This design comes from an exercise in tuning for small area and a short achievable clock period on the open sky130 flow, not from production work.
In this exercise RTL edits were held to simulation tests only and were not proved equivalent to the original.
Power is estimated from default activity; no workload was simulated.

===== flow/flow/run.sh =====
#!/bin/bash
# Standard ORFS layout, with two changes:
# - the setup-slack margin is applied only from clock tree synthesis on, where
#   the clock is propagated; before CTS the clock is ideal and the margin would
#   make repair_timing chase paths that the clock latency fixes;
# - flow/fastroute.tcl replaces the platform's global routing layer setup.
set -uo pipefail
FR=FASTROUTE_TCL=$PWD/flow/fastroute.tcl
bash standard.sh $FR synth floorplan place > flow_synth_place.log 2>&1 || { tail -50 flow_synth_place.log; exit 1; }
bash standard.sh $FR SETUP_SLACK_MARGIN=5.0 finish > flow_cts_route_finish.log 2>&1 || { tail -50 flow_cts_route_finish.log; exit 1; }

===== flow/flow/fastroute.tcl =====
# sky130hd's global routing setup, with less of met1 and met2 given to the
# global router so that the detailed router keeps room on them for pin access.
set_global_routing_layer_adjustment met1 0.45
set_global_routing_layer_adjustment met2 0.35
set_global_routing_layer_adjustment met3-met5 0.2
set_routing_layers -clock met3-met5
set_routing_layers -signal met1-met5

===== flow/standard.sh =====
#!/bin/bash
# synth_recipe.tcl (not shown) runs the flow's synth.tcl, then flattens the netlist and writes it again
# the make line also repeats each setting of config.mk as NAME=value (left out here)
make -C /OpenROAD-flow-scripts/flow DESIGN_CONFIG=/design/flow/config.mk WORK_HOME=/design/flow/orfs CLKGATE_MAP_FILE= SYNTH_SCRIPT=/design/flow/synth_recipe.tcl "${@:-finish}"

===== flow/config.mk =====
export PLATFORM = sky130hd
export DESIGN_NAME = soc_top
export DESIGN_NICKNAME = soc_top
export VERILOG_FILES = /design/flow/design.v
export SDC_FILE = /design/flow/constraint.sdc
export NUM_CORES = 4
export LEC_CHECK = 0
export CAP_MARGIN = 20
export CORE_MARGIN = 2
export CORE_UTILIZATION = 62
export CTS_CLUSTER_DIAMETER = 100
export CTS_CLUSTER_SIZE = 30
export PLACE_DENSITY = 0.72
export SLEW_MARGIN = 20
export SYNTH_MEMORY_MAX_BITS = 16384

===== flow/constraint.sdc =====
create_clock -name core_clock -period 8.0 [get_ports {clk_i}]
set_input_delay 1.6000 -clock core_clock [delete_from_list [all_inputs] [get_ports {clk_i}]]
set_output_delay 1.6000 -clock core_clock [all_outputs]
set_load 0.01 [all_outputs]

===== flow/design.v =====
package soc_pkg;
	localparam int ADDR_W = 32;
	localparam int DATA_W = 32;
	localparam int STRB_W = 4;
	localparam int MEM_WORDS = 256;
	localparam int MEM_IDX_W = 8;
	localparam logic [ADDR_W-1:0] MEM_BASE       = 32'h0000_0000;
	localparam logic [ADDR_W-1:0] MEM_LAST       = 32'h0000_03FF;
	localparam logic [ADDR_W-1:0] GPIO_ADDR      = 32'h0000_1000;
	localparam logic [ADDR_W-1:0] UART_DATA_ADDR = 32'h0000_2000;
	localparam logic [ADDR_W-1:0] UART_STAT_ADDR = 32'h0000_2004;
	localparam int CLKS_PER_BIT = 16;
	localparam int SW_W  = 4;
	localparam int LED_W = 8;
	typedef struct packed {
		logic              write;
		logic [ADDR_W-1:0] addr;
		logic [DATA_W-1:0] wdata;
		logic [STRB_W-1:0] strb;
	} bus_req_t;
	typedef struct packed {
		logic [DATA_W-1:0] rdata;
		logic              err;
	} bus_rsp_t;
	typedef enum logic [1:0] {
		REG_MEM,
		REG_GPIO,
		REG_UART,
		REG_NONE
	} region_e;
	typedef enum logic [1:0] {
		ST_IDLE,
		ST_START,
		ST_DATA,
		ST_STOP
	} uart_state_e;
endpackage
`timescale 1ns/10ps
import soc_pkg::*;
module uart_rx (
	input  logic       clk_i,
	input  logic       rst_n_i,
	input  logic       rx_i,
	output logic       byte_stb_o,
	output logic [7:0] byte_o
);
	logic [1:0] sync_q;
	logic rx_s;
	soc_pkg::uart_state_e state_q;
	logic [$clog2(CLKS_PER_BIT+1)-1:0] cnt_q;
	logic [2:0] bit_q;
	logic [7:0] shift_q;
	logic stb_q;
	logic [7:0] byte_q;
	always_ff @(posedge clk_i) begin
		if (!rst_n_i) sync_q <= 2'b11;
		else sync_q <= {sync_q[0], rx_i};
	end
	assign rx_s = sync_q[1];
	always_ff @(posedge clk_i) begin
		if (!rst_n_i) begin
			state_q <= ST_IDLE;
			cnt_q   <= '0;
			bit_q   <= '0;
			stb_q   <= 1'b0;
		end else begin
			stb_q <= 1'b0;
			cnt_q <= cnt_q + 1'b1;
			case (state_q)
				ST_IDLE: begin
					cnt_q <= '0;
					if (!rx_s) state_q <= ST_START;
				end
				ST_START: begin
					if (cnt_q == CLKS_PER_BIT/2 - 1) begin
						cnt_q   <= '0;
						bit_q   <= '0;
						state_q <= rx_s ? ST_IDLE : ST_DATA;
					end
				end
				ST_DATA: begin
					if (cnt_q == CLKS_PER_BIT - 1) begin
						cnt_q   <= '0;
						shift_q <= {rx_s, shift_q[7:1]};
						bit_q   <= bit_q + 1'b1;
						if (bit_q == 3'd7) state_q <= ST_STOP;
					end
				end
				ST_STOP: begin
					if (cnt_q == CLKS_PER_BIT - 1) begin
						stb_q  <= rx_s;
						byte_q <= shift_q;
					end else if (cnt_q == CLKS_PER_BIT) begin
						state_q <= ST_IDLE;
					end
				end
			endcase
		end
	end
	assign byte_stb_o = stb_q;
	assign byte_o     = byte_q;
endmodule
`timescale 1ns/10ps
import soc_pkg::*;
module prog_loader (
	input  logic              clk_i,
	input  logic              rst_n_i,
	input  logic              reprog_i,
	input  logic              byte_stb_i,
	input  logic [7:0]        byte_i,
	output logic              ld_stb_o,
	output soc_pkg::bus_req_t ld_req_o
);
	logic [1:0] cnt_q;
	logic [MEM_IDX_W-1:0] idx_q;
	logic [DATA_W-1:0] word_q;
	logic stb_q;
	soc_pkg::bus_req_t req_q;
	always_ff @(posedge clk_i) begin
		if (!rst_n_i) begin
			cnt_q <= '0;
			idx_q <= '0;
			stb_q <= 1'b0;
		end else begin
			stb_q <= 1'b0;
			if (!reprog_i) begin
				cnt_q <= '0;
				idx_q <= '0;
			end else if (byte_stb_i) begin
				cnt_q <= cnt_q + 1'b1;
				if (cnt_q == 2'd3) begin
					stb_q <= 1'b1;
					idx_q <= idx_q + 1'b1;
				end
			end
		end
	end
	always_ff @(posedge clk_i) begin
		if (reprog_i && byte_stb_i) begin
			word_q[8*cnt_q +: 8] <= byte_i;
			if (cnt_q == 2'd3) begin
				req_q.write <= 1'b1;
				req_q.addr  <= {{(ADDR_W-MEM_IDX_W-2){1'b0}}, idx_q, 2'b00};
				req_q.wdata <= {byte_i, word_q[23:0]};
				req_q.strb  <= '1;
			end
		end
	end
	assign ld_stb_o = stb_q;
	assign ld_req_o = req_q;
endmodule
`timescale 1ns/10ps
import soc_pkg::*;
module bus_fabric (
	input  logic                       clk_i,
	input  logic                       rst_n_i,
	input  logic                       reprog_i,
	input  logic                       host_stb_i,
	input  soc_pkg::bus_req_t          host_req_i,
	input  logic                       ld_stb_i,
	input  soc_pkg::bus_req_t          ld_req_i,
	output logic [15:0]                mem_whi_n_o,
	output logic [15:0][STRB_W-1:0]    mem_wlo_n_o,
	output logic [DATA_W-1:0]          mem_wdata_o,
	output logic [MEM_IDX_W-1:0]       mem_ridx_o,
	input  logic [DATA_W-1:0]          mem_rdata_i,
	output logic                       gpio_wr_o,
	output logic                       udata_wr_o,
	input  logic [SW_W-1:0]            sw_i,
	input  logic                       busy_i,
	output logic                       rsp_stb_o,
	output soc_pkg::bus_rsp_t          rsp_o
);
	logic is_mem, is_gpio, is_udata, is_ustat;
	logic host_ok, reg_wr;
	logic rsp_stb_q, rsp_err_q;
	logic [DATA_W-1:0] rsp_rdata_q, rdata_d, mem_word;
	logic wr_d, wr_q, hit;
	logic [MEM_IDX_W-1:0] widx_d, widx_q;
	logic [STRB_W-1:0] wstrb_d, wstrb_q;
	logic [15:0] whi_d, whi_n_q;
	logic [15:0][STRB_W-1:0] wlo_d, wlo_n_q;
	logic [DATA_W-1:0] wdata_q;
	assign is_mem   = (host_req_i.addr[ADDR_W-1:10] == '0);
	assign is_gpio  = (host_req_i.addr == GPIO_ADDR);
	assign is_udata = (host_req_i.addr == UART_DATA_ADDR);
	assign is_ustat = (host_req_i.addr == UART_STAT_ADDR);
	assign host_ok = host_stb_i && !reprog_i;
	assign reg_wr  = host_ok && host_req_i.write && host_req_i.strb[0];
	assign gpio_wr_o  = reg_wr && is_gpio;
	assign udata_wr_o = reg_wr && is_udata;
	assign wr_d    = reprog_i ? ld_stb_i : (host_stb_i && host_req_i.write && is_mem);
	assign widx_d  = reprog_i ? ld_req_i.addr[MEM_IDX_W+1:2] : host_req_i.addr[MEM_IDX_W+1:2];
	assign wstrb_d = reprog_i ? '1 : host_req_i.strb;
	always_comb begin
		for (int i = 0; i < 16; i++) begin
			whi_d[i] = wr_d && (widx_d[7:4] == i[3:0]);
			for (int b = 0; b < STRB_W; b++)
				wlo_d[i][b] = (widx_d[3:0] == i[3:0]) && wstrb_d[b];
		end
	end
	always_ff @(posedge clk_i) begin
		wr_q    <= wr_d;
		widx_q  <= widx_d;
		wstrb_q <= wstrb_d;
		wdata_q <= reprog_i ? ld_req_i.wdata : host_req_i.wdata;
		whi_n_q <= ~whi_d;
		wlo_n_q <= ~wlo_d;
	end
	assign mem_whi_n_o = whi_n_q;
	assign mem_wlo_n_o = wlo_n_q;
	assign mem_wdata_o = wdata_q;
	assign mem_ridx_o  = host_req_i.addr[MEM_IDX_W+1:2];
	assign hit = wr_q && (widx_q == host_req_i.addr[MEM_IDX_W+1:2]);
	always_comb begin
		for (int b = 0; b < STRB_W; b++)
			mem_word[8*b +: 8] = (hit && wstrb_q[b]) ? wdata_q[8*b +: 8] : mem_rdata_i[8*b +: 8];
	end
	always_comb begin
		rdata_d = '0;
		if (is_mem)
			rdata_d = mem_word;
		else if (is_gpio)
			rdata_d[SW_W-1:0] = sw_i;
		else if (is_ustat)
			rdata_d[0] = busy_i;
	end
	always_ff @(posedge clk_i) begin
		if (!rst_n_i) rsp_stb_q <= 1'b0;
		else rsp_stb_q <= host_ok;
	end
	always_ff @(posedge clk_i) begin
		rsp_rdata_q <= rdata_d;
		rsp_err_q   <= !(is_mem || is_gpio || is_udata || is_ustat);
	end
	assign rsp_stb_o   = rsp_stb_q;
	assign rsp_o.rdata = rsp_rdata_q;
	assign rsp_o.err   = rsp_err_q;
endmodule
`timescale 1ns/10ps
import soc_pkg::*;
module word_ram (
	input  logic                       clk_i,
	input  logic [15:0]                whi_n_i,
	input  logic [15:0][STRB_W-1:0]    wlo_n_i,
	input  logic [DATA_W-1:0]          wdata_i,
	input  logic [MEM_IDX_W-1:0]       ridx_i,
	output logic [DATA_W-1:0]          rdata_o
);
	logic [MEM_WORDS-1:0][DATA_W-1:0] mem_q;
	for (genvar w = 0; w < MEM_WORDS; w++) begin : g_word
		logic [DATA_W-1:0] q;
		for (genvar b = 0; b < STRB_W; b++) begin : g_byte
			always_ff @(posedge clk_i) begin
				if (!(whi_n_i[w/16] || wlo_n_i[w%16][b]))
					q[8*b +: 8] <= wdata_i[8*b +: 8];
			end
		end
		assign mem_q[w] = q;
	end
	assign rdata_o = mem_q[ridx_i];
endmodule
`timescale 1ns/10ps
import soc_pkg::*;
module periph_regs (
	input  logic                       clk_i,
	input  logic                       rst_n_i,
	input  logic                       reprog_i,
	input  logic                       gpio_wr_i,
	input  logic                       udata_wr_i,
	input  logic [7:0]                 wdata_i,
	output logic [soc_pkg::LED_W-1:0]  led_o,
	input  logic                       tx_busy_i,
	output logic                       busy_o,
	output logic                       tx_stb_o,
	output logic [7:0]                 tx_byte_o
);
	logic busy;
	logic tx_go;
	logic [LED_W-1:0] led_q;
	logic tx_stb_q;
	logic [7:0] tx_byte_q;
	assign busy  = tx_busy_i || tx_stb_q;
	assign tx_go = udata_wr_i && !busy;
	always_ff @(posedge clk_i) begin
		if (!rst_n_i) begin
			led_q    <= '0;
			tx_stb_q <= 1'b0;
		end else begin
			tx_stb_q <= tx_go;
			if (reprog_i)
				led_q <= '0;
			else if (gpio_wr_i)
				led_q <= wdata_i[LED_W-1:0];
		end
	end
	always_ff @(posedge clk_i) begin
		if (tx_go)
			tx_byte_q <= wdata_i;
	end
	assign busy_o    = busy;
	assign led_o     = led_q;
	assign tx_stb_o  = tx_stb_q;
	assign tx_byte_o = tx_byte_q;
endmodule
`timescale 1ns/10ps
import soc_pkg::*;
module uart_tx (
	input  logic       clk_i,
	input  logic       rst_n_i,
	input  logic       tx_stb_i,
	input  logic [7:0] tx_byte_i,
	output logic       busy_o,
	output logic       tx_o
);
	soc_pkg::uart_state_e state_q;
	logic [$clog2(CLKS_PER_BIT)-1:0] cnt_q;
	logic [2:0] bit_q;
	logic [7:0] shift_q;
	logic tx_q;
	logic bit_done;
	assign bit_done = (cnt_q == CLKS_PER_BIT - 1);
	always_ff @(posedge clk_i) begin
		if (!rst_n_i) begin
			state_q <= ST_IDLE;
			cnt_q   <= '0;
			bit_q   <= '0;
			tx_q    <= 1'b1;
		end else begin
			cnt_q <= bit_done ? '0 : cnt_q + 1'b1;
			case (state_q)
				ST_IDLE: begin
					cnt_q <= '0;
					if (tx_stb_i) begin
						state_q <= ST_START;
						shift_q <= tx_byte_i;
						tx_q    <= 1'b0;
					end
				end
				ST_START: begin
					if (bit_done) begin
						state_q <= ST_DATA;
						bit_q   <= '0;
						tx_q    <= shift_q[0];
						shift_q <= {1'b0, shift_q[7:1]};
					end
				end
				ST_DATA: begin
					if (bit_done) begin
						bit_q   <= bit_q + 1'b1;
						tx_q    <= shift_q[0];
						shift_q <= {1'b0, shift_q[7:1]};
						if (bit_q == 3'd7) begin
							state_q <= ST_STOP;
							tx_q    <= 1'b1;
						end
					end
				end
				ST_STOP: begin
					if (bit_done) state_q <= ST_IDLE;
				end
			endcase
		end
	end
	assign busy_o = (state_q != ST_IDLE);
	assign tx_o   = tx_q;
endmodule
`timescale 1ns/10ps
import soc_pkg::*;
module soc_top (
	input  logic                      clk_i,
	input  logic                      rst_n_i,
	input  logic                      req_stb_i,
	input  logic                      req_write_i,
	input  logic [31:0]               req_addr_i,
	input  logic [31:0]               req_wdata_i,
	input  logic [3:0]                req_strb_i,
	output logic                      rsp_stb_o,
	output logic [31:0]               rsp_rdata_o,
	output logic                      rsp_err_o,
	input  logic                      reprog_i,
	input  logic [3:0]                sw_i,
	output logic [7:0]                led_o,
	input  logic                      uart_rx_i,
	output logic                      uart_tx_o
);
	logic rx_stb;
	logic [7:0] rx_byte;
	logic ld_stb;
	soc_pkg::bus_req_t ld_req;
	logic [15:0] mem_whi_n;
	logic [15:0][STRB_W-1:0] mem_wlo_n;
	logic [MEM_IDX_W-1:0] mem_ridx;
	logic [DATA_W-1:0] mem_wdata, mem_rdata;
	logic gpio_wr, udata_wr;
	logic busy;
	logic tx_stb;
	logic [7:0] tx_byte;
	logic tx_busy;
	soc_pkg::bus_req_t req_i;
	soc_pkg::bus_rsp_t rsp_o;
	assign req_i.write = req_write_i;
	assign req_i.addr  = req_addr_i;
	assign req_i.wdata = req_wdata_i;
	assign req_i.strb  = req_strb_i;
	assign rsp_rdata_o = rsp_o.rdata;
	assign rsp_err_o   = rsp_o.err;
	uart_rx uart_rx_i0 (
		.clk_i(clk_i), .rst_n_i(rst_n_i), .rx_i(uart_rx_i),
		.byte_stb_o(rx_stb), .byte_o(rx_byte)
	);
	prog_loader prog_loader_i (
		.clk_i(clk_i), .rst_n_i(rst_n_i), .reprog_i(reprog_i),
		.byte_stb_i(rx_stb), .byte_i(rx_byte),
		.ld_stb_o(ld_stb), .ld_req_o(ld_req)
	);
	bus_fabric bus_fabric_i (
		.clk_i(clk_i), .rst_n_i(rst_n_i), .reprog_i(reprog_i),
		.host_stb_i(req_stb_i), .host_req_i(req_i),
		.ld_stb_i(ld_stb), .ld_req_i(ld_req),
		.mem_whi_n_o(mem_whi_n), .mem_wlo_n_o(mem_wlo_n),
		.mem_wdata_o(mem_wdata), .mem_ridx_o(mem_ridx), .mem_rdata_i(mem_rdata),
		.gpio_wr_o(gpio_wr), .udata_wr_o(udata_wr), .sw_i(sw_i), .busy_i(busy),
		.rsp_stb_o(rsp_stb_o), .rsp_o(rsp_o)
	);
	word_ram word_ram_i (
		.clk_i(clk_i), .whi_n_i(mem_whi_n), .wlo_n_i(mem_wlo_n),
		.wdata_i(mem_wdata), .ridx_i(mem_ridx), .rdata_o(mem_rdata)
	);
	periph_regs periph_regs_i (
		.clk_i(clk_i), .rst_n_i(rst_n_i), .reprog_i(reprog_i),
		.gpio_wr_i(gpio_wr), .udata_wr_i(udata_wr), .wdata_i(req_wdata_i[7:0]),
		.led_o(led_o), .tx_busy_i(tx_busy), .busy_o(busy),
		.tx_stb_o(tx_stb), .tx_byte_o(tx_byte)
	);
	uart_tx uart_tx_i0 (
		.clk_i(clk_i), .rst_n_i(rst_n_i), .tx_stb_i(tx_stb), .tx_byte_i(tx_byte),
		.busy_o(tx_busy), .tx_o(uart_tx_o)
	);
endmodule

==> results.py, run 1 <==
metrics = {
    "outcome": {
        "status": "failed layout checks",
        "so_faults": "slew limit",
    },
    "logic_synthesis": {
        "yosysSeqAreaShare_pct": 77.3,
        "synth-edff-count": 8288,
        "ys.warnings.count": 6,
        "synth_fp_nets": 15100,
        "synth_cell_types": 72,
        "yosys.area.top_type": "edfxtp_1",
        "ys_ff_latch": 8490,
        "synth_cells": 15000,
        "yosys.cell_count.top_type": "edfxtp_1",
        "synthFlopType": "edfxtp_1",
        "synth.avg_cell_area_um2": 21.8,
        "async_flop_share_pct": 0,
        "synth_common_cells": "edfxtp_1 (8288), mux4_2 (2191), nor2_1 (1137)",
        "syn_area_mm2": 0.327,
        "netlist_top_cells_area": "edfxtp_1 (76%), mux4_2 (15%), mux2i_1 (1.6%), nor2_1 (1.3%), dfxtp_1 (1.2%)",
        "synth_top_area_share_pct": 76.1,
    },
    "sta": {
        "fin_skew_ns": 0.0758,
        "finalCriticalPeriod_ns": 3.56,
        "slew_violations": 53,
        "setup_violations": 0,
        "finalHoldViolCount": 0,
        "rsz0062_at_grt": "true",
        "setup_tns_ns": 0,
        "worst_slack_ns": 4.44,
        "worst_pin_slew_ns": 1.60,
        "relSlewSlack_pct": -6.99,
        "max_freq_mhz": 281,
        "post-route-period-util_pct": 44.5,
        "hold_slack_ns": 0.431,
    },
    "clock_tree": {
        "cts_tree": "yes",
        "clk_latency_ns": 1.08,
        "cts.sinks": 8490,
        "clk_pin_slew_ns": 0.11,
        "ctsHoldBuffers": 0,
        "cts_inserted_buffers": 323,
        "cts_root_buffer": "clkbuf_16",
        "ctsLongestPathBuffers": 4,
        "htreeDepth": 5,
    },
    "power": {
        "seqPwrFrac_pct": 65.2,
        "powerDensity_mw_per_mm2": 210,
        "sw_frac_of_total_pct": 21.8,
        "power_mw": 75.0,
        "leakage_nw": 109,
        "ir_drop_v": 0.000187,
        "p_comb_share_pct": 7.1,
        "p_clk_share_pct": 27.7,
        "p_int_mw": 58.7,
        "p_switching_mw": 16.4,
    },
    "critical_path": {
        "path_max_fanout": 17,
        "critPathLaunch": "req_addr_i[2]",
        "crit_slowest_cell": "mux4_2",
        "max_stage_delay_ns": 0.60,
        "crit_type": "input port to register",
        "path_cells": "buf_16 -> buf_16 -> clkbuf_16 -> buf_16 -> mux4_2 -> mux4_2 -> mux4_2 -> a21oi_2 -> a21oi_1",
        "r2r_slack_ns": 5.17,
        "end_kind": "register",
        "r2r-end": "bus_fabric_i.rsp_rdata_q[14]$_SDFF_PN0_",
        "required_ns": 8.93,
        "cp.arrival_ns": 4.49,
        "critPathLaunchType": "input port",
        "rr_startpoint": "word_ram_i.g_word[255].q[14]$_DFFE_PN_",
        "ff2ff_path_depth": 8,
    },
    "floorplanning": {
        "rows": 266,
        "core_area_mm2": 0.525,
        "ioPinCount": 121,
        "initial_utilization_pct": 62.3,
        "die_height_um": 730,
        "die_w_um": 730,
        "die-area_mm2": 0.533,
    },
    "layout": {
        "syn_to_final_growth_pct": 9.32,
        "multi_input_area_mm2": 0.0717,
        "fin_cells": 22600,
        "num-fill-cells": 31300,
        "nets": 15400,
        "postLayoutCellArea_mm2": 0.357,
        "drive_gt1_share_pct": 26.1,
        "ff_latch_area_mm2": 0.253,
        "post-route-util_pct": 68.1,
    },
    "place": {
        "place_congestion": 0.930,
        "dp_slack_ns": 1.70,
        "place_inst": 21500,
        "place_area_mm2": 0.336,
        "portBuffers": 120,
        "hpwl_um": 527000,
    },
    "drt": {
        "drt-wirelength-per-cell_um": 41.8,
        "via_count": 162000,
        "totalWireLength_um": 945000,
        "drt_pass1_iterations": 6,
        "drc": 0,
        "drt-initial-drc-count": 18100,
        "ant_nets": 0,
        "viasPerCell": 7.18,
    },
    "global_routing": {
        "grtUsageTotal_pct": 41.4,
        "grt_pass1_vias": 165000,
        "grt_max_degree": 218,
        "antenna_found_initial": 96,
        "grt_overflow": 0,
        "grt_pass1_wl_um": 1280000,
    },
    "min_path": {
        "hp-class": "register to register",
        "holdCritStartpoint": "uart_rx_i0.shift_q[0]$_DFFE_PP_",
        "hold_depth": 0,
        "hold_end": "uart_rx_i0.byte_q[0]$_DFFE_PP_",
    },
    "run": {
        "max_cap_violations": 0,
    },
}
[power by group through the flow]
stage               combinational [mW]  sequential (mW)  clock [mW]
global placement                  4.20             49.9           0
CTS                               4.84             48.9        20.8
finish                            5.32             48.9        20.8
global route                      5.45             48.9        22.2
floorplan                         2.31             50.2           0
detailed placement                4.30             49.9           0
[registers in the layout (all words and copies together) (netlist names), 16 cells and up, named ones only]
signal                    flops
word_ram_i.g_word.q        8192
bus_fabric_i.whi_n_q         16
bus_fabric_i.wlo_n_q         64
prog_loader_i.word_q         24
prog_loader_i.req_q          40
bus_fabric_i.rsp_rdata_q     32
bus_fabric_i.wdata_q         32
[cell type report]
| cell class | instances | area share, % |
|---|---|---|
| Clock buffer | 486 | 2.50 |
| Timing Repair Buffer | 960 | 3.93 |
| Multi-Input combinational cell | 5496 | 20.0 |
| Timing Repair inverter | 2 | 0.00560 |
| Clock inverter | 17 | 0.0794 |
| Antenna cell | 116 | 0.0812 |
| Tap cell | 6968 | 2.44 |
| Inverter | 52 | 0.0710 |
| Sequential cell | 8490 | 70.9 |
[worst max-delay path by stage]
stage | end | depth (start not counted)
floorplan | word_ram_i.g_word[0].q[20]$_DFFE_PN_ | 0
global route | bus_fabric_i.rsp_rdata_q[26]$_SDFF_PN0_ | 12
detailed placement | bus_fabric_i.rsp_rdata_q[3]$_DFF_P_ | 10
CTS | bus_fabric_i.rsp_rdata_q[19]$_SDFF_PN0_ | 10
finish | bus_fabric_i.rsp_rdata_q[26]$_SDFF_PN0_ | 9
global placement | bus_fabric_i.rsp_rdata_q[14]$_SDFF_PN0_ | 10
[repair_timing]
action	CTS	global route
gates cloned	91	56
resized for setup	906	395
setup buffers	129	214
setup endpoints to repair	174	156
pin swaps	44	105
[metal layers]
metal,wire length [µm],up-vias,GRT usage (%)
li1,-,62800,-
met1,294000,84500,56.8
met2,413000,11700,58.9
met3,157000,2998,22.2
met4,80500,98,29.0
met5,827,-,0.395
[cells in the final DEF (no fill, tap or decap), types with 26 or more instances in the layout]
cell	instances
a32oi_1	28
buf_16	132
inv_1	45
edfxtp_1	8288
a221oi_1	27
a21oi_1	137
bufbuf_16	38
dfxtp_4	83
mux2_2	56
buf_4	417
a21oi_2	34
nand2_1	385
buf_12	127
mux2i_1	463
clkdlybuf4s50_1	51
clkbuf_1	152
buf_6	94
mux4_2	2191
diode_2	116
o221ai_1	55
clkbuf_16	389
dfxtp_1	81
nand3_1	52
nor3_1	36
mux2i_2	41
o22ai_1	74
dfxtp_2	38
nor2_1	1099
buf_8	26
a22oi_1	73
o21ai_0	114
[worst max-delay path: cells and delay by family]
family	cells	cell delay, ns
muxes	3	1.71
AOI/OAI and AO/OA	2	0.25
buffers and inverters	4	0.81
[cell families (layout without fill, tap and decap cells)]
logic type               after synthesis  in the layout  synth area share (%)
buffers and inverters               1034           1517                  1.60
other                                  0            116                     0
flip-flops                          8490           8490                  77.3
AND/OR/NAND/NOR                     1836           1837                  2.29
XOR/XNOR                              18             18                0.0482
AO/OA/AOI/OAI                        847            847                  1.74
adder cells (fa/ha/maj)               23             23                0.0880
multiplexers                        2771           2771                  16.9
==> inputs of run 2 (changes only) <==
==> flow/flow/run.sh (replaced) <==
#!/bin/bash
# Standard ORFS layout, with three changes:
# - the setup-slack margin is applied only from clock tree synthesis on, where
#   the clock is propagated; before CTS the clock is ideal and the margin would
#   make repair_timing chase paths that the clock latency fixes;
# - flow/fastroute.tcl replaces the platform's global routing layer setup;
# - flow/fanout.tcl caps net fanout before the placement-stage repair_design.
set -uo pipefail
FR=FASTROUTE_TCL=$PWD/flow/fastroute.tcl
FO=PRE_RESIZE_TCL=$PWD/flow/fanout.tcl
bash standard.sh $FR $FO synth floorplan place > flow_synth_place.log 2>&1 || { tail -50 flow_synth_place.log; exit 1; }
bash standard.sh $FR SETUP_SLACK_MARGIN=5.0 finish > flow_cts_route_finish.log 2>&1 || { tail -50 flow_cts_route_finish.log; exit 1; }
==> flow/flow/fanout.tcl (new file) <==
# Before the placement-stage repair_design: cap the fanout of every net, so that
# the RAM's write-data and read-select nets are split into buffered nets of at
# most 32 loads each. Only repair_design reads this; the timing constraints are
# unchanged.
set_max_fanout 32 [current_design]
==> results.py, run 2 <==
metrics = {
    "floorplanning": {
        "core_area_mm2": 0.525,
        "ioPinCount": 121,
        "die-area_mm2": 0.533,
        "initial_utilization_pct": 62.3,
        "die_w_um": 730,
        "die_height_um": 730,
        "rows": 266,
    },
    "critical_path": {
        "crit_slowest_cell": "mux4_2",
        "rr_startpoint": "bus_fabric_i.wdata_q[24]$_DFF_P_",
        "ff2ff_path_depth": 7,
        "required_ns": 8.93,
        "path_buf_inv": 6,
        "end_kind": "register",
        "path_cells": "buf_16 -> buf_16 -> buf_16 -> buf_12 -> buf_16 -> buf_16 -> mux4_2 -> mux4_2 -> a211oi_4 -> nor3_4 -> o21ai_4 -> nand3_1",
        "crit_type": "input port to register",
        "max_stage_delay_ns": 0.54,
        "r2r-end": "bus_fabric_i.rsp_rdata_q[24]$_SDFF_PN0_",
        "cp.arrival_ns": 4.72,
        "r2r_slack_ns": 4.79,
        "path_max_fanout": 32,
        "crit_top_cell": "buf_16",
        "critPathLaunchType": "input port",
        "cp_top_family": "buffers and inverters",
    },
    "logic_synthesis": {
        "synthMuxAreaShare_pct": 16.9,
        "synth_adder_area_share_pct": 0.0880,
        "synth_common_cells": "edfxtp_1 (8288), mux4_2 (2191), nor2_1 (1137)",
        "synth.avg_cell_area_um2": 21.8,
        "synth_xor_area_share_pct": 0.0482,
        "synth_fp_nets": 15100,
        "yosys.cell_count.top_type": "edfxtp_1",
        "synthFlopType": "edfxtp_1",
        "async_flop_share_pct": 0,
        "synth-edff-count": 8288,
        "yosys.area.top_type": "edfxtp_1",
        "yosysSeqAreaShare_pct": 77.3,
        "netlist_top_cells_area": "edfxtp_1 (76%), mux4_2 (15%), mux2i_1 (1.6%), nor2_1 (1.3%), dfxtp_1 (1.2%)",
        "synth_top_area_share_pct": 76.1,
        "syn_area_mm2": 0.327,
        "ys_ff_latch": 8490,
        "synth_compound_area_share_pct": 1.74,
        "synth_cell_types": 72,
        "ys.warnings.count": 6,
        "yosys.area_share.simple_pct": 2.29,
        "synth_top_family_by_area": "multiplexers",
        "synth_cells": 15000,
    },
    "power": {
        "powerDensity_mw_per_mm2": 207,
        "ir_drop_v": 0.000211,
        "p_comb_share_pct": 7.8,
        "sw_frac_of_total_pct": 22.0,
        "p_clk_share_pct": 27.5,
        "seqPwrFrac_pct": 64.7,
        "leakage_nw": 112,
        "p_switching_mw": 16.6,
        "p_int_mw": 58.8,
    },
    "layout": {
        "num-fill-cells": 30800,
        "post-route-util_pct": 69.1,
        "top_regs": "word_ram_i.g_word.q x8192, bus_fabric_i.wlo_n_q x64, prog_loader_i.req_q x40",
        "syn_to_final_growth_pct": 11.1,
        "regMostFlops": "word_ram_i.g_word.q",
        "layout_commonest_cell": "edfxtp_1",
        "drive_gt1_share_pct": 29.1,
        "ff_latch_area_mm2": 0.253,
        "largest_register_ffs": 8192,
        "postLayoutCellArea_mm2": 0.363,
        "final_cell_mix": "edfxtp_1 (8288), mux4_2 (2191), nor2_1 (1062), buf_4 (616), mux2i_1 (439)",
        "nets": 15900,
        "multi_input_area_mm2": 0.0725,
    },
    "drt": {
        "totalWireLength_um": 981000,
        "drt-wirelength-per-cell_um": 42.4,
        "drc": 0,
        "drt-initial-drc-count": 18500,
        "viasPerCell": 7.20,
        "via_count": 167000,
        "drt_pass1_iterations": 8,
        "ant_nets": 0,
    },
    "outcome": {
        "status": "finished clean",
    },
    "clock_tree": {
        "htreeDepth": 5,
        "ctsLongestPathBuffers": 4,
        "cts_root_buffer": "clkbuf_16",
        "clk_latency_ns": 1.07,
        "clk_pin_slew_ns": 0.12,
        "cts_tree": "yes",
        "cts.sinks": 8490,
        "ctsHoldBuffers": 0,
        "cts_inserted_buffers": 323,
    },
    "sta": {
        "fin_skew_ns": 0.0634,
        "relSlewSlack_pct": 12.9,
        "post-route-period-util_pct": 47.4,
        "slew_violations": 0,
        "max_freq_mhz": 264,
        "worst_pin_slew_ns": 1.31,
        "finalHoldViolCount": 0,
        "rsz0062_at_grt": "true",
        "setup_tns_ns": 0,
        "finalCriticalPeriod_ns": 3.79,
        "setup_violations": 0,
        "hold_slack_ns": 0.420,
    },
    "min_path": {
        "hp-class": "register to register",
        "hold_depth": 1,
        "hold_end": "uart_rx_i0.sync_q[1]$_SDFF_PN1_",
        "holdCritStartpoint": "uart_rx_i0.sync_q[0]$_SDFF_PN1_",
    },
    "global_routing": {
        "antenna_found_initial": 142,
        "grt_pass1_wl_um": 1340000,
        "grt_pass1_vias": 171000,
        "grt_max_degree": 33,
        "grtUsageTotal_pct": 43.8,
        "grt_overflow": 0,
    },
    "place": {
        "hpwl_um": 613000,
        "place_congestion": 0.930,
        "place_area_mm2": 0.339,
        "portBuffers": 120,
    },
    "run": {
        "max_cap_violations": 0,
    },
}
[run 2: metal layers]
layer | wire [µm] | track usage (%)
met5 | 1890 | 1.56
met4 | 92500 | 33.4
met3 | 169000 | 25.0
met2 | 421000 | 61.2
met1 | 297000 | 57.9
[run 2: cells by family after synthesis]
logic type      Yosys count
buf+inv                1034
flops                  8490
simple gates           1836
mux                    2771
compound gates          847
xor+xnor                 18
fa+ha+maj                23
[run 2: worst max path at each step]
stage / startpoint / endpoint / cells after the start / slack [ns]
CTS: req_addr_i[2] / bus_fabric_i.rsp_rdata_q[14]$_SDFF_PN0_ / 11 / 4.20
finish: req_addr_i[3] / bus_fabric_i.rsp_rdata_q[2]$_DFF_P_ / 12 / 4.21
floorplan: bus_fabric_i.wdata_q[20]$_DFF_P_ / word_ram_i.g_word[0].q[20]$_DFFE_PN_ / 0 / 3.75
detailed placement: req_addr_i[2] / bus_fabric_i.rsp_rdata_q[0]$_DFF_P_ / 11 / -1.06
global route: req_addr_i[2] / bus_fabric_i.rsp_rdata_q[2]$_DFF_P_ / 14 / 4.19
global placement: req_addr_i[2] / bus_fabric_i.rsp_rdata_q[14]$_SDFF_PN0_ / 10 / 1.46
[run 2: timing repair]
item                       4_1_cts  5_1_grt
setup endpoints to repair     5324     2353
gates cloned                    91        8
pin swaps                      140       73
gates resized for setup       2245      332
setup buffers                  308      158
[run 2: area by class of cell]
class                           instances  area share, %
Antenna cell                          158          0.109
Clock buffer                          463           2.42
Clock inverter                         22         0.0768
Inverter                               52         0.0627
Multi-Input combinational cell       5496           20.0
Sequential cell                      8490           69.7
Tap cell                             6968           2.40
Timing Repair Buffer                 1485           5.21
[run 2: per-stage QoR]
step | worst slack [ns] | total power, mW | cells
2_1_floorplan | 3.75 | 52.5 | 15000
3_3_place_gp | 1.46 | 54.1 | 21500
3_5_place_dp | -1.06 | 54.6 | 21900
4_1_cts | 4.20 | 75.0 | 22800
5_1_grt | 4.19 | 76.8 | 23000
6_report | 4.21 | 75.4 | 23100
[run 2: power by group through the flow]
stage | Sequential [mW] | Clock [mW] | Combinational (mW)
6_report | 48.8 | 20.7 | 5.87
5_1_grt | 48.8 | 22.0 | 5.99
4_1_cts | 48.8 | 20.7 | 5.54
3_5_place_dp | 49.8 | 0 | 4.76
3_3_place_gp | 49.9 | 0 | 4.20
2_1_floorplan | 50.2 | 0 | 2.31
==> inputs of run 3 (changes only) <==
==> flow/run.sh (new file) <==
#!/bin/bash
# synth_recipe.tcl (not shown) runs the flow's synth.tcl, then flattens the netlist and writes it again
# the make line also repeats each setting of config.mk as NAME=value (left out here)
make -C /OpenROAD-flow-scripts/flow DESIGN_CONFIG=/design/flow/config.mk WORK_HOME=/design/flow/orfs CLKGATE_MAP_FILE= SYNTH_SCRIPT=/design/flow/synth_recipe.tcl finish
--- a/flow/config.mk
+++ b/flow/config.mk
@@ -13,2 +13,3 @@
 export PLACE_DENSITY = 0.72
+export SETUP_SLACK_MARGIN = 4.75
 export SLEW_MARGIN = 20
removed: flow/flow/run.sh
removed: flow/flow/fanout.tcl
removed: flow/flow/fastroute.tcl
removed: flow/standard.sh
==> results.py, run 3 <==
metrics = {
    "outcome": {
        "status": "finished clean",
    },
    "sta": {
        "rsz0062_at_grt": "true",
        "setup_tns_ns": 0,
        "finalCriticalPeriod_ns": 3.65,
        "fin_skew_ns": 0.0778,
        "relSlewSlack_pct": 16.6,
        "hold_slack_ns": 0.432,
        "setup_violations": 0,
        "slew_violations": 0,
        "post-route-period-util_pct": 45.7,
        "worst_pin_slew_ns": 1.25,
        "max_freq_mhz": 274,
        "finalHoldViolCount": 0,
    },
    "logic_synthesis": {
        "yosysSeqAreaShare_pct": 77.3,
        "synth_fp_nets": 15100,
        "ys_ff_latch": 8490,
        "async_flop_share_pct": 0,
        "synth_top_area_share_pct": 76.1,
        "synth.avg_cell_area_um2": 21.8,
        "synthFlopType": "edfxtp_1",
        "ys.warnings.count": 6,
        "synth-edff-count": 8288,
        "synth_cell_types": 72,
        "synth_cells": 15000,
        "yosys.cell_count.top_type": "edfxtp_1",
        "syn_area_mm2": 0.327,
        "synth_common_cells": "edfxtp_1 (8288), mux4_2 (2191), nor2_1 (1137)",
        "netlist_top_cells_area": "edfxtp_1 (76%), mux4_2 (15%), mux2i_1 (1.6%), nor2_1 (1.3%), dfxtp_1 (1.2%)",
        "yosys.area.top_type": "edfxtp_1",
    },
    "clock_tree": {
        "ctsHoldBuffers": 0,
        "cts_inserted_buffers": 323,
        "htreeDepth": 5,
        "clk_latency_ns": 1.13,
        "cts_root_buffer": "clkbuf_16",
        "cts_tree": "yes",
        "cts.sinks": 8490,
        "clk_pin_slew_ns": 0.11,
        "ctsLongestPathBuffers": 4,
    },
    "place": {
        "place_area_mm2": 0.336,
        "hpwl_um": 524000,
        "place_inst": 21500,
        "portBuffers": 120,
        "place_congestion": 0.879,
    },
    "drt": {
        "drt_pass1_iterations": 9,
        "drt-initial-drc-count": 31700,
        "via_count": 167000,
        "viasPerCell": 7.41,
        "ant_nets": 0,
        "totalWireLength_um": 949000,
        "drt-wirelength-per-cell_um": 42.2,
        "drc": 0,
    },
    "layout": {
        "ff_latch_area_mm2": 0.253,
        "largest_register_ffs": 8192,
        "multi_input_area_mm2": 0.0711,
        "postLayoutCellArea_mm2": 0.356,
        "regMostFlops": "word_ram_i.g_word.q",
        "layout_commonest_cell": "edfxtp_1",
        "final_cell_mix": "edfxtp_1 (8288), mux4_2 (2191), nor2_1 (1097), mux2i_1 (477), nand2_1 (388)",
        "fin_cells": 22500,
        "drive_gt1_share_pct": 25.1,
        "top_regs": "word_ram_i.g_word.q x8192, bus_fabric_i.wlo_n_q x64, prog_loader_i.req_q x40",
        "num-fill-cells": 31500,
        "syn_to_final_growth_pct": 8.74,
        "nets": 15300,
    },
    "global_routing": {
        "grt_max_degree": 206,
        "grt_overflow": 0,
        "grt_pass1_wl_um": 1280000,
        "grtUsageTotal_pct": 34.9,
        "antenna_found_initial": 79,
        "grt_pass1_vias": 158000,
    },
    "critical_path": {
        "required_ns": 8.98,
        "cp.arrival_ns": 4.64,
        "path_max_fanout": 25,
        "critPathLaunchType": "input port",
        "end_kind": "register",
        "crit_type": "input port to register",
    },
    "min_path": {
        "hp-class": "register to register",
    },
    "power": {
        "ir_drop_v": 0.000203,
        "powerDensity_mw_per_mm2": 211,
        "power_mw": 75.1,
        "leakage_nw": 108,
    },
    "floorplanning": {
        "die_height_um": 730,
        "die-area_mm2": 0.533,
        "initial_utilization_pct": 62.3,
        "die_w_um": 730,
        "core_area_mm2": 0.525,
        "rows": 266,
        "ioPinCount": 121,
    },
    "run": {
        "max_cap_violations": 0,
    },
}
## run 3: cell counts after synthesis
No cell type changed its count.
## run 3: timing repair
item | CTS | global route
pin swaps | 28 | 58
endpoints found under the setup margin | 110 | 74
gates resized for setup | 759 | 282
cloned | 106 | 46
buffers inserted | 97 | 120
## run 3: cell type report
class,count,area share (%)
clock inverter,21,0.0778
clock buffer,464,2.51
timing repair inverter,2,0.00493
tap,6968,2.45
antenna,143,0.101
multi-input combinational,5499,20.0
sequential,8490,71.2
inverter,52,0.0679
timing repair buffer,832,3.57
## run 3: path summary, 6_finish.rpt
| check | from | endpoint | slack [ns] | depth (start not counted) |
|---|---|---|---|---|
| max | req_addr_i[5] | bus_fabric_i.rsp_rdata_q[15]$_SDFF_PN0_ | 4.35 | 10 |
| min | uart_rx_i0.shift_q[0]$_DFFE_PP_ | uart_rx_i0.byte_q[0]$_DFFE_PP_ | 0.43 | 0 |
| max reg2reg | bus_fabric_i.wdata_q[6]$_DFF_P_ | word_ram_i.g_word[68].q[6]$_DFFE_PN_ | 5.14 | 2 |
| min reg2reg | uart_rx_i0.shift_q[0]$_DFFE_PP_ | uart_rx_i0.byte_q[0]$_DFFE_PP_ | 0.43 | 0 |
## run 3: logic make-up after synthesis
family,synth area share [%]
DFF,77.3
muxes,16.9
and+or+nand+nor,2.29
buffers and inverters,1.60
AOI/OAI and AO/OA,1.74
adders and majority gates,0.0880
xor gates and xnor gates,0.0482
## run 3: critical path: stages
cell     delay (ns)
buf_16         0.15
or2_4          0.52
buf_16         0.23
buf_4          0.34
nor3_1         0.37
nor4_1         0.12
nor3_2         0.30
a31oi_2        0.10
or3_1          0.38
a21oi_1        0.15
## run 3: through the flow
stage	utilization, %	setup WS (ns)
3_5_place_dp	64.0	2.03
4_1_cts	66.9	4.58
6_report	67.7	4.35
3_3_place_gp	64.0	2.01
2_1_floorplan	-	4.10
5_1_grt	67.7	4.50
## run 3: power by group
part	switching, mW	internal [mW]	leakage [nW]
logic	3.32	1.95	27.8
registers	0.198	48.7	76.1
clock network	13.0	7.95	4.43
## run 3: per-layer routing
metal	GRT usage (%)	share of wire [%]	vias to the layer above
met5	0	0.054	-
met4	16.5	5.4	46
met3	10.1	15	2083
met2	51.6	46	14200
met1	49.0	34	87600
li1	-	-	62600
==> inputs of run 4 (changes only) <==
--- a/flow/design.v
+++ b/flow/design.v
@@ -161,2 +161,4 @@
 	input  soc_pkg::bus_req_t          ld_req_i,
+	output logic [15:0]                mem_whi_o,
+	output logic [15:0][STRB_W-1:0]    mem_wlo_o,
 	output logic [15:0]                mem_whi_n_o,
@@ -180,4 +182,4 @@
 	logic [STRB_W-1:0] wstrb_d, wstrb_q;
-	logic [15:0] whi_d, whi_n_q;
-	logic [15:0][STRB_W-1:0] wlo_d, wlo_n_q;
+	logic [15:0] whi_d, whi_q, whi_n_q;
+	logic [15:0][STRB_W-1:0] wlo_d, wlo_q, wlo_n_q;
 	logic [DATA_W-1:0] wdata_q;
@@ -206,2 +208,4 @@
 		wdata_q <= reprog_i ? ld_req_i.wdata : host_req_i.wdata;
+		whi_q   <= whi_d;
+		wlo_q   <= wlo_d;
 		whi_n_q <= ~whi_d;
@@ -209,2 +213,4 @@
 	end
+	assign mem_whi_o   = whi_q;
+	assign mem_wlo_o   = wlo_q;
 	assign mem_whi_n_o = whi_n_q;
@@ -243,2 +249,4 @@
 	input  logic                       clk_i,
+	input  logic [15:0]                whi_i,
+	input  logic [15:0][STRB_W-1:0]    wlo_i,
 	input  logic [15:0]                whi_n_i,
@@ -253,6 +261,7 @@
 		for (genvar b = 0; b < STRB_W; b++) begin : g_byte
-			always_ff @(posedge clk_i) begin
-				if (!(whi_n_i[w/16] || wlo_n_i[w%16][b]))
-					q[8*b +: 8] <= wdata_i[8*b +: 8];
-			end
+			logic wr, hold;
+			assign wr   = !(whi_n_i[w/16] || wlo_n_i[w%16][b]);
+			assign hold = !(whi_i[w/16] && wlo_i[w%16][b]);
+			always_ff @(posedge clk_i)
+				q[8*b +: 8] <= (q[8*b +: 8] & {8{hold}}) | (wdata_i[8*b +: 8] & {8{wr}});
 		end
@@ -390,4 +399,4 @@
 	soc_pkg::bus_req_t ld_req;
-	logic [15:0] mem_whi_n;
-	logic [15:0][STRB_W-1:0] mem_wlo_n;
+	logic [15:0] mem_whi, mem_whi_n;
+	logic [15:0][STRB_W-1:0] mem_wlo, mem_wlo_n;
 	logic [MEM_IDX_W-1:0] mem_ridx;
@@ -420,3 +429,3 @@
 		.ld_stb_i(ld_stb), .ld_req_i(ld_req),
-		.mem_whi_n_o(mem_whi_n), .mem_wlo_n_o(mem_wlo_n),
+		.mem_whi_o(mem_whi), .mem_wlo_o(mem_wlo), .mem_whi_n_o(mem_whi_n), .mem_wlo_n_o(mem_wlo_n),
 		.mem_wdata_o(mem_wdata), .mem_ridx_o(mem_ridx), .mem_rdata_i(mem_rdata),
@@ -426,3 +435,3 @@
 	word_ram word_ram_i (
-		.clk_i(clk_i), .whi_n_i(mem_whi_n), .wlo_n_i(mem_wlo_n),
+		.clk_i(clk_i), .whi_i(mem_whi), .wlo_i(mem_wlo), .whi_n_i(mem_whi_n), .wlo_n_i(mem_wlo_n),
 		.wdata_i(mem_wdata), .ridx_i(mem_ridx), .rdata_o(mem_rdata)
==> flow/flow/run.sh (new file) <==
#!/bin/bash
# Standard ORFS layout, with two changes:
# - the setup-slack margin is applied only from clock tree synthesis on, where
#   the clock is propagated; before CTS the clock is ideal and the margin would
#   make repair_timing chase paths that the clock latency fixes;
# - flow/fastroute.tcl replaces the platform's global routing layer setup.
set -uo pipefail
FR=FASTROUTE_TCL=$PWD/flow/fastroute.tcl
bash standard.sh $FR synth floorplan place > flow_synth_place.log 2>&1 || { tail -50 flow_synth_place.log; exit 1; }
bash standard.sh $FR SETUP_SLACK_MARGIN=5.0 finish > flow_cts_route_finish.log 2>&1 || { tail -50 flow_cts_route_finish.log; exit 1; }
==> flow/flow/fastroute.tcl (new file) <==
# sky130hd's global routing setup, with less of met1 and met2 given to the
# global router so that the detailed router keeps room on them for pin access.
set_global_routing_layer_adjustment met1 0.45
set_global_routing_layer_adjustment met2 0.35
set_global_routing_layer_adjustment met3-met5 0.2
set_routing_layers -clock met3-met5
set_routing_layers -signal met1-met5
==> flow/standard.sh (new file) <==
#!/bin/bash
# synth_recipe.tcl (not shown) runs the flow's synth.tcl, then flattens the netlist and writes it again
# the make line also repeats each setting of config.mk as NAME=value (left out here)
make -C /OpenROAD-flow-scripts/flow DESIGN_CONFIG=/design/flow/config.mk WORK_HOME=/design/flow/orfs CLKGATE_MAP_FILE= SYNTH_SCRIPT=/design/flow/synth_recipe.tcl "${@:-finish}"
--- a/flow/config.mk
+++ b/flow/config.mk
@@ -13,3 +13,2 @@
 export PLACE_DENSITY = 0.72
-export SETUP_SLACK_MARGIN = 4.75
 export SLEW_MARGIN = 20
removed: flow/run.sh
==> results.py, run 4 <==
metrics = {
    "power": {
        "leakage_nw": 131,
        "p_clk_share_pct": 30.9,
        "sw_frac_of_total_pct": 24.5,
        "p_int_mw": 52.0,
        "p_comb_share_pct": 6.6,
        "ir_drop_v": 0.000207,
        "seqPwrFrac_pct": 62.5,
        "p_switching_mw": 16.9,
        "powerDensity_mw_per_mm2": 194,
        "power_mw": 68.8,
    },
    "floorplanning": {
        "die_height_um": 732,
        "die-area_mm2": 0.536,
        "rows": 267,
        "core_area_mm2": 0.528,
        "die_w_um": 732,
        "initial_utilization_pct": 62.2,
        "ioPinCount": 121,
    },
    "sta": {
        "slew_violations": 0,
        "relSlewSlack_pct": 12.7,
        "worst_pin_slew_ns": 1.31,
        "finalHoldViolCount": 0,
        "rsz0062_at_grt": "true",
        "max_freq_mhz": 263,
        "setup_tns_ns": 0,
        "finalCriticalPeriod_ns": 3.81,
        "setup_violations": 0,
        "post-route-period-util_pct": 47.6,
        "fin_skew_ns": 0.0493,
    },
    "logic_synthesis": {
        "ys_ff_latch": 8570,
        "async_flop_share_pct": 0,
        "netlist_top_cells_area": "dfxtp_1 (52%), a22o_1 (22%), mux4_2 (13%), mux2i_1 (2.5%), clkbuf_1 (1.8%)",
        "synth_fp_nets": 26100,
        "syn_area_mm2": 0.329,
        "synth_top_area_share_pct": 51.6,
        "yosys.area.top_type": "dfxtp_1",
        "synth_cells": 26000,
        "yosysSeqAreaShare_pct": 52.5,
        "ys.warnings.count": 6,
        "synth_cell_types": 86,
        "synthFlopType": "dfxtp_1",
        "yosys.cell_count.top_type": "dfxtp_1",
        "synth_common_cells": "dfxtp_1 (8474), a22o_1 (8212), mux4_2 (1948)",
        "synth.avg_cell_area_um2": 12.7,
        "synth-edff-count": 96,
    },
    "layout": {
        "fin_cells": 32600,
        "largest_register_ffs": 8192,
        "regMostFlops": "word_ram_i.g_word.q",
        "syn_to_final_growth_pct": 8.01,
        "layout_commonest_cell": "dfxtp_1",
        "final_cell_mix": "dfxtp_1 (8240), a22o_1 (8212), mux4_2 (1951), nand2_1 (1341), nor2_1 (1166)",
        "nets": 25300,
        "num-fill-cells": 37900,
        "top_regs": "word_ram_i.g_word.q x8192, bus_fabric_i.wlo_n_q x64, bus_fabric_i.wlo_q x64",
        "drive_gt1_share_pct": 16.1,
    },
    "outcome": {
        "so_faults": "antenna rules",
        "status": "failed layout checks",
    },
    "clock_tree": {
        "cts_tree": "yes",
        "ctsLongestPathBuffers": 4,
        "cts.sinks": 8570,
        "cts_root_buffer": "clkbuf_16",
        "clk_pin_slew_ns": 0.11,
        "ctsHoldBuffers": 0,
        "clk_latency_ns": 1.12,
        "htreeDepth": 5,
        "cts_inserted_buffers": 325,
    },
    "critical_path": {
        "critPathLaunch": "req_addr_i[8]",
        "path_buf_inv": 2,
        "crit_type": "input port to register",
        "cp_top_family": "compound AO/OA/AOI/OAI gates",
        "end_kind": "register",
        "critPathLaunchType": "input port",
        "r2r-end": "word_ram_i.g_word[115].q[2]$_DFF_P_",
        "crit_slowest_cell": "o211ai_1",
        "path_cells": "buf_6 -> and2_2 -> buf_6 -> o221ai_1 -> o211ai_1 -> a32oi_1 -> nand2_1 -> a21oi_1",
        "crit_top_cell": "buf_6",
        "crit_end": "bus_fabric_i.rsp_rdata_q[30]$_SDFF_PN0_",
        "r2r_slack_ns": 5.11,
        "required_ns": 8.94,
        "max_stage_delay_ns": 0.78,
        "rr_startpoint": "bus_fabric_i.wdata_q[2]$_DFF_P_",
        "ff2ff_path_depth": 3,
        "cp_num_cells": 8,
        "cp.arrival_ns": 4.75,
        "path_max_fanout": 19,
    },
    "run": {
        "max_cap_violations": 0,
    },
    "global_routing": {
        "grt_overflow": 0,
        "grtUsageTotal_pct": 53.6,
        "grt_pass1_vias": 249000,
        "grt_pass1_wl_um": 1780000,
        "grt_max_degree": 190,
        "antenna_found_initial": 203,
    },
    "drt": {
        "totalWireLength_um": 1250000,
        "drt_pass1_iterations": 9,
        "drt-initial-drc-count": 23000,
        "viasPerCell": 7.73,
        "ant_nets": 2,
        "via_count": 252000,
        "drc": 0,
        "drt-wirelength-per-cell_um": 38.4,
    },
    "place": {
        "portBuffers": 120,
        "place_congestion": 0.983,
        "place_inst": 31400,
        "hpwl_um": 719000,
    },
    "min_path": {
        "hp-class": "register to register",
        "holdCritStartpoint": "uart_rx_i0.shift_q[0]$_DFFE_PP_",
    },
}
run 4: cell types whose count changed after synthesis, moves of 61 or more:
cell	delta
buf_8	+61
inv_1	+66
dfxtp_1	+8272
a221oi_1	+113
nand2_1	+948
edfxtp_1	-8192
a22o_1	+8193
clkbuf_1	+1079
buf_4	-64
mux2i_1	+291
mux4_2	-243
nor2_1	+73
buf_1	+68
run 4: area by class of cell:
class | count | area (µm²) | area share, %
multi-input cells | 15100 | 148000 | 41.7
diodes | 357 | 893 | 0.251
repair buffers | 1109 | 15000 | 4.23
flip-flops and latches | 8570 | 173000 | 48.7
repair inverters | 2 | 17.5 | 0.00493
clock buffers | 366 | 8630 | 2.43
clock inverters | 14 | 179 | 0.0504
well taps | 6994 | 8750 | 2.46
inverters | 122 | 528 | 0.149
run 4: how the worst min path moves through the flow:
stage                                            endpoint  slack [ns]  depth (start not counted)
after detailed placement   uart_rx_i0.byte_q[0]$_DFFE_PP_        0.41                          0
after global routing       uart_rx_i0.byte_q[0]$_DFFE_PP_        0.46                          0
after global placement     uart_rx_i0.byte_q[0]$_DFFE_PP_        0.40                          0
after floorplan           uart_rx_i0.sync_q[1]$_SDFF_PN1_        0.39                          1
after CTS                  uart_rx_i0.byte_q[0]$_DFFE_PP_        0.44                          0
final                      uart_rx_i0.byte_q[0]$_DFFE_PP_        0.43                          0
run 4: worst reg2reg max path, delay by kind of cell, from the launching register on:
| family | cells | cell delay (ns) |
|---|---|---|
| buf+inv | 2 | 1.49 |
| flops | 1 | 0.98 |
| compound gates | 1 | 0.36 |
run 4: kinds of logic after synthesis:
family	count (synthesis)	synth area share [%]
AO/OA/AOI/OAI	9340	24.3
multiplexers	2856	16.3
XOR/XNOR	20	0.0533
AND/OR/NAND/NOR	2864	3.44
flip-flops	8570	52.5
buffers and inverters	2319	3.40
adder cells (fa/ha/maj)	23	0.0875
run 4: power groups by stage:
stage / registers [mW] / clock network, mW / logic (mW)
floorplan: 43.8 / 0 / 2.23
global placement: 44.0 / 0 / 3.44
detailed placement: 44.0 / 0 / 3.47
CTS: 43.0 / 21.1 / 3.95
global route: 43.0 / 22.5 / 4.55
finish: 43.0 / 21.3 / 4.53
run 4: per-layer routing:
layer	track usage (%)	wire length (µm)	vias up
met5	5.43	4000	-
met4	44.0	122000	154
met3	37.6	220000	5700
met2	67.5	492000	20000
met1	67.2	417000	125000
li1	-	-	102000
run 4: metrics by stage:
stage | cell area, µm² | hold slack (ns) | util, % | setup WS [ns]
6_report | 355000 | 0.431 | 67.2 | 4.19
5_1_grt | 355000 | 0.461 | 67.1 | 4.30
4_1_cts | 349000 | 0.437 | 66.0 | 4.37
3_5_place_dp | 333000 | 0.414 | 63.1 | 1.95
3_3_place_gp | 333000 | 0.405 | 63.0 | 1.52
2_1_floorplan | 329000 | 0.386 | - | 3.83
run 4: what timing repair did:
| action | CTS | global route |
|---|---|---|
| pin swaps | 61 | 107 |
| gates resized for setup | 887 | 392 |
| setup endpoints to repair | 273 | 389 |
| buffers inserted | 154 | 242 |
| cloned | 81 | 44 |

==> afterwards: timing with drivers on the ports <==
The results above use ideal ports. As a check the final layouts listed here were re-extracted and re-timed, cells and wires unchanged.
Step 1, drivers: a clkbuf_16 drives clk_i and a buf_2 each remaining input, both assumed.
Step 2 adds t to the input delays and takes it off the output delays; t is the mean of the earliest and latest rising clock arrival at the registers after step 1. Input paths then give back, and output paths get back, about the clock's delay inside the block.
Slacks: ideal / step 1 / step 2; pairs: ideal / step 1.
run	shift t [ns]	setup WS [ns]	hold WS [ns]	slew at the worst register clock pin (ns)	worst data-port slew with drivers (ns)
run 1	1.163	4.438 / 3.977 / 2.814	0.431 / 0.431 / 0.431	0.12 / 0.12	0.73
run 2	1.167	4.207 / 4.044 / 2.877	0.420 / 0.420 / 0.420	0.12 / 0.12	0.31
run 3	1.219	4.345 / 3.902 / 2.683	0.432 / 0.432 / 0.432	0.12 / 0.12	0.92
run 4	1.213	4.191 / 3.745 / 2.532	0.431 / 0.431 / 0.431	0.12 / 0.12	0.75
For run 3, which loses most, drivers alone change the setup slack by -0.443 ns; drivers and shift together by -1.662 ns.
